Context: an optimization exercise on an open-source flow, tuned for small area. The choices shown serve that exercise and are no tape-out recipe.
The RTL was checked by simulation tests, not by an equivalence proof against the original design.
No activity file was given, so power comes from the tool's default toggle rates.

==> flow/design.v (excerpt) <==
module net_stack_top (
  input  wire               sys_reset,
  input  wire               net_clk,
  input  wire               user_rx_reset,
  input  wire               user_tx_reset,
  output logic              network_init_done,
  output logic              rx_overflow,
  input  wire net_pkg::word512_t tx_word,
  input  wire               tx_valid,
  output logic              tx_ready,
  output net_pkg::word512_t rx_word,
  output logic              rx_valid,
  input  wire               rx_ready,
  output net_pkg::beat64_t  mac_tx_beat,
  output logic              mac_tx_valid,
  input  wire               mac_tx_ready,
  input  wire net_pkg::beat64_t mac_rx_beat,
  input  wire               mac_rx_valid
);
Size in the first run: roughly 3,400 cells after synthesis, ~2,100 flip-flops, ~1,300 I/O pins, roughly 0.074 sq mm of cells after synthesis.
==> module ns_nand2, before the edit <==
module ns_nand2 (
  input  wire a, b,
  output wire y
);
  assign y = ~(a & b);
endmodule
==> module ns_nand3, before the edit <==
module ns_nand3 (
  input  wire a, b, c,
  output wire y
);
  assign y = ~(a & b & c);
endmodule
==> module ns_or2, before the edit <==
module ns_or2 (
  input  wire a, b,
  output wire y
);
  assign y = a | b;
endmodule
==> module ns_aoi22, before the edit <==
module ns_aoi22 (
  input  wire a0, b0, a1, b1,
  output wire y
);
  assign y = ~((a0 & b0) | (a1 & b1));
endmodule
==> module ns_a31oi, before the edit <==
module ns_a31oi (
  input  wire a0, a1, a2, b,
  output wire y
);
  assign y = ~((a0 & a1 & a2) | b);
endmodule
==> module ns_sel16, before the edit <==
module ns_sel16 (
  input  wire [15:0] d,
  input  wire [15:0] s,
  output wire        y
);
  wire [5:0] x;
  wire [1:0] z;
  ns_aoi222 u_x0 (.a0(d[0]),  .b0(s[0]),  .a1(d[1]),  .b1(s[1]),  .a2(d[2]),  .b2(s[2]),  .y(x[0]));
  ns_aoi222 u_x1 (.a0(d[3]),  .b0(s[3]),  .a1(d[4]),  .b1(s[4]),  .a2(d[5]),  .b2(s[5]),  .y(x[1]));
  ns_aoi222 u_x2 (.a0(d[6]),  .b0(s[6]),  .a1(d[7]),  .b1(s[7]),  .a2(d[8]),  .b2(s[8]),  .y(x[2]));
  ns_aoi222 u_x3 (.a0(d[9]),  .b0(s[9]),  .a1(d[10]), .b1(s[10]), .a2(d[11]), .b2(s[11]), .y(x[3]));
  ns_aoi222 u_x4 (.a0(d[12]), .b0(s[12]), .a1(d[13]), .b1(s[13]), .a2(d[14]), .b2(s[14]), .y(x[4]));
  ns_nand2  u_x5 (.a(d[15]), .b(s[15]), .y(x[5]));
  ns_nand3  u_z0 (.a(x[0]), .b(x[1]), .c(x[2]), .y(z[0]));
  ns_nand3  u_z1 (.a(x[3]), .b(x[4]), .c(x[5]), .y(z[1]));
  ns_or2    u_y  (.a(z[0]), .b(z[1]), .y(y));
endmodule
==> module ns_sel8m, before the edit <==
module ns_sel8m (
  input  wire [7:0] d,
  input  wire [7:0] s,
  input  wire       mn,
  output wire       y
);
  wire [2:0] x;
  ns_aoi222 u_x0 (.a0(d[0]), .b0(s[0]), .a1(d[1]), .b1(s[1]), .a2(d[2]), .b2(s[2]), .y(x[0]));
  ns_aoi222 u_x1 (.a0(d[3]), .b0(s[3]), .a1(d[4]), .b1(s[4]), .a2(d[5]), .b2(s[5]), .y(x[1]));
  ns_aoi22  u_x2 (.a0(d[6]), .b0(s[6]), .a1(d[7]), .b1(s[7]), .y(x[2]));
  ns_a31oi  u_y  (.a0(x[0]), .a1(x[1]), .a2(x[2]), .b(mn), .y(y));
endmodule
==> flow/config.mk <==
export PLATFORM = sky130hd
export DESIGN_NAME = net_stack_top
export DESIGN_NICKNAME = net_stack_top
export VERILOG_FILES = /design/flow/design.v
export SDC_FILE = /design/flow/constraint.sdc
export NUM_CORES = 4
export LEC_CHECK = 0
export CAP_MARGIN = 20
export CORE_MARGIN = 2
export CORE_UTILIZATION = 40
export SLEW_MARGIN = 20
export SYNTH_HIERARCHICAL = 1
export SYNTH_MINIMUM_KEEP_SIZE = 0
==> flow/constraint.sdc <==
create_clock -name core_clock -period 12.0 [get_ports {sys_reset}]
set_input_delay 2.4000 -clock core_clock [delete_from_list [all_inputs] [get_ports {sys_reset}]]
set_output_delay 2.4000 -clock core_clock [all_outputs]
set_load 0.01 [all_outputs]
standard.sh (not shown) runs the stock make flow with config.mk's settings and CLKGATE_MAP_FILE= SYNTH_SCRIPT=/design/flow/synth_recipe.tcl, a recipe that flattens the netlist after the stock synthesis.
==> flow/flow/run.sh <==
#!/bin/bash
# The standard layout (standard.sh: the standard flow's own ORFS run, its synthesis
# unchanged) with two changes:
#  - the buffers put on the ports are sky130_fd_sc_hd__buf_1, the smallest
#    buffer, rather than the cell buffer_ports picks by itself;
#  - clock tree synthesis clusters up to 15 flip-flops within 60 um on each
#    clkbuf_8 leaf buffer and inserts no dummy loads.
# make's full output goes to standard.log; ORFS keeps each step's own log
# under orfs/logs/.
set -euo pipefail
cd "$(dirname "$0")/.."
export BUFFER_PORTS_ARGS="-buffer_cell sky130_fd_sc_hd__buf_1"
export CTS_ARGS="-sink_clustering_enable -repair_clock_nets -dont_use_dummy_load -buf_list sky130_fd_sc_hd__clkbuf_8 -sink_clustering_size 15 -sink_clustering_max_diameter 60"
bash standard.sh > standard.log 2>&1
Change:
--- a/flow/design.v
+++ b/flow/design.v
@@ -443,64 +443,42 @@
   output wire y
 );
   assign y = ~((a0 & b0) | (a1 & b1) | (a2 & b2));
 endmodule
-module ns_nand2 (
-  input  wire a, b,
-  output wire y
-);
-  assign y = ~(a & b);
-endmodule
-module ns_nand3 (
-  input  wire a, b, c,
-  output wire y
-);
-  assign y = ~(a & b & c);
-endmodule
-module ns_or2 (
-  input  wire a, b,
-  output wire y
-);
-  assign y = a | b;
-endmodule
-module ns_aoi22 (
-  input  wire a0, b0, a1, b1,
-  output wire y
+module ns_fin16 (
+  input  wire [4:0] x,
+  input  wire       d, s,
+  output wire       y
 );
-  assign y = ~((a0 & b0) | (a1 & b1));
+  assign y = ~(&x & ~(d & s));
 endmodule
-module ns_a31oi (
-  input  wire a0, a1, a2, b,
+module ns_fin8m (
+  input  wire x0, x1, d6, s6, d7, s7, mn,
   output wire y
 );
-  assign y = ~((a0 & a1 & a2) | b);
+  assign y = ~((x0 & x1 & ~((d6 & s6) | (d7 & s7))) | mn);
 endmodule
 module ns_sel16 (
   input  wire [15:0] d,
   input  wire [15:0] s,
   output wire        y
 );
-  wire [5:0] x;
-  wire [1:0] z;
+  wire [4:0] x;
   ns_aoi222 u_x0 (.a0(d[0]),  .b0(s[0]),  .a1(d[1]),  .b1(s[1]),  .a2(d[2]),  .b2(s[2]),  .y(x[0]));
   ns_aoi222 u_x1 (.a0(d[3]),  .b0(s[3]),  .a1(d[4]),  .b1(s[4]),  .a2(d[5]),  .b2(s[5]),  .y(x[1]));
   ns_aoi222 u_x2 (.a0(d[6]),  .b0(s[6]),  .a1(d[7]),  .b1(s[7]),  .a2(d[8]),  .b2(s[8]),  .y(x[2]));
   ns_aoi222 u_x3 (.a0(d[9]),  .b0(s[9]),  .a1(d[10]), .b1(s[10]), .a2(d[11]), .b2(s[11]), .y(x[3]));
   ns_aoi222 u_x4 (.a0(d[12]), .b0(s[12]), .a1(d[13]), .b1(s[13]), .a2(d[14]), .b2(s[14]), .y(x[4]));
-  ns_nand2  u_x5 (.a(d[15]), .b(s[15]), .y(x[5]));
-  ns_nand3  u_z0 (.a(x[0]), .b(x[1]), .c(x[2]), .y(z[0]));
-  ns_nand3  u_z1 (.a(x[3]), .b(x[4]), .c(x[5]), .y(z[1]));
-  ns_or2    u_y  (.a(z[0]), .b(z[1]), .y(y));
+  ns_fin16  u_y  (.x(x), .d(d[15]), .s(s[15]), .y(y));
 endmodule
 module ns_sel8m (
   input  wire [7:0] d,
   input  wire [7:0] s,
   input  wire       mn,
   output wire       y
 );
-  wire [2:0] x;
+  wire [1:0] x;
   ns_aoi222 u_x0 (.a0(d[0]), .b0(s[0]), .a1(d[1]), .b1(s[1]), .a2(d[2]), .b2(s[2]), .y(x[0]));
   ns_aoi222 u_x1 (.a0(d[3]), .b0(s[3]), .a1(d[4]), .b1(s[4]), .a2(d[5]), .b2(s[5]), .y(x[1]));
-  ns_aoi22  u_x2 (.a0(d[6]), .b0(s[6]), .a1(d[7]), .b1(s[7]), .y(x[2]));
-  ns_a31oi  u_y  (.a0(x[0]), .a1(x[1]), .a2(x[2]), .b(mn), .y(y));
+  ns_fin8m  u_y  (.x0(x[0]), .x1(x[1]), .d6(d[6]), .s6(s[6]), .d7(d[7]), .s7(s[7]), .mn(mn), .y(y));
 endmodule
 `default_nettype wire
The changed run went through all stages and came out clean.
Die area is lower by 0.76%.
Cell count went down by 2.4%.
Setup slack improved by 350 ps.
Utilization stays flat.
Design area is lower by 0.87%.
Maximum frequency went up by 5.3%.
Synthesized cell count drops by 1.9%.
Worst hold slack is worse by 5.5 ps.
Global-route usage is higher by 0.66 points.
Register-to-register slack got worse by 70 ps.
Power goes down by 0.31%.

## what the ideal ports hide
In the flow no input, the clock included, has a driving cell. The finished layouts below were timed again as built, in two steps.
Step 1 sets driving cells, clkbuf_16 on the clock port and buf_2 on the other inputs (assumed; they add their load-dependent delay and slew).
Step 2 moves the port delays by t, midway between the first and last clock arrival at a register: inputs arrive t later, outputs are due t later. That takes back most of the time a late clock gives input paths.
a / b / c = ideal / step 1 / step 2; a / b = the first two.
run	shift t [ns]	setup slack, ns	hold WS [ns]	worst setup path at the end
the first run	1.012	5.007 / 4.913 / 5.873	0.481 / 0.481 / 0.481	input to register
the second run	1.016	5.362 / 5.269 / 5.818	0.476 / 0.476 / 0.476	input to register
After both steps every run listed still meets setup and hold.
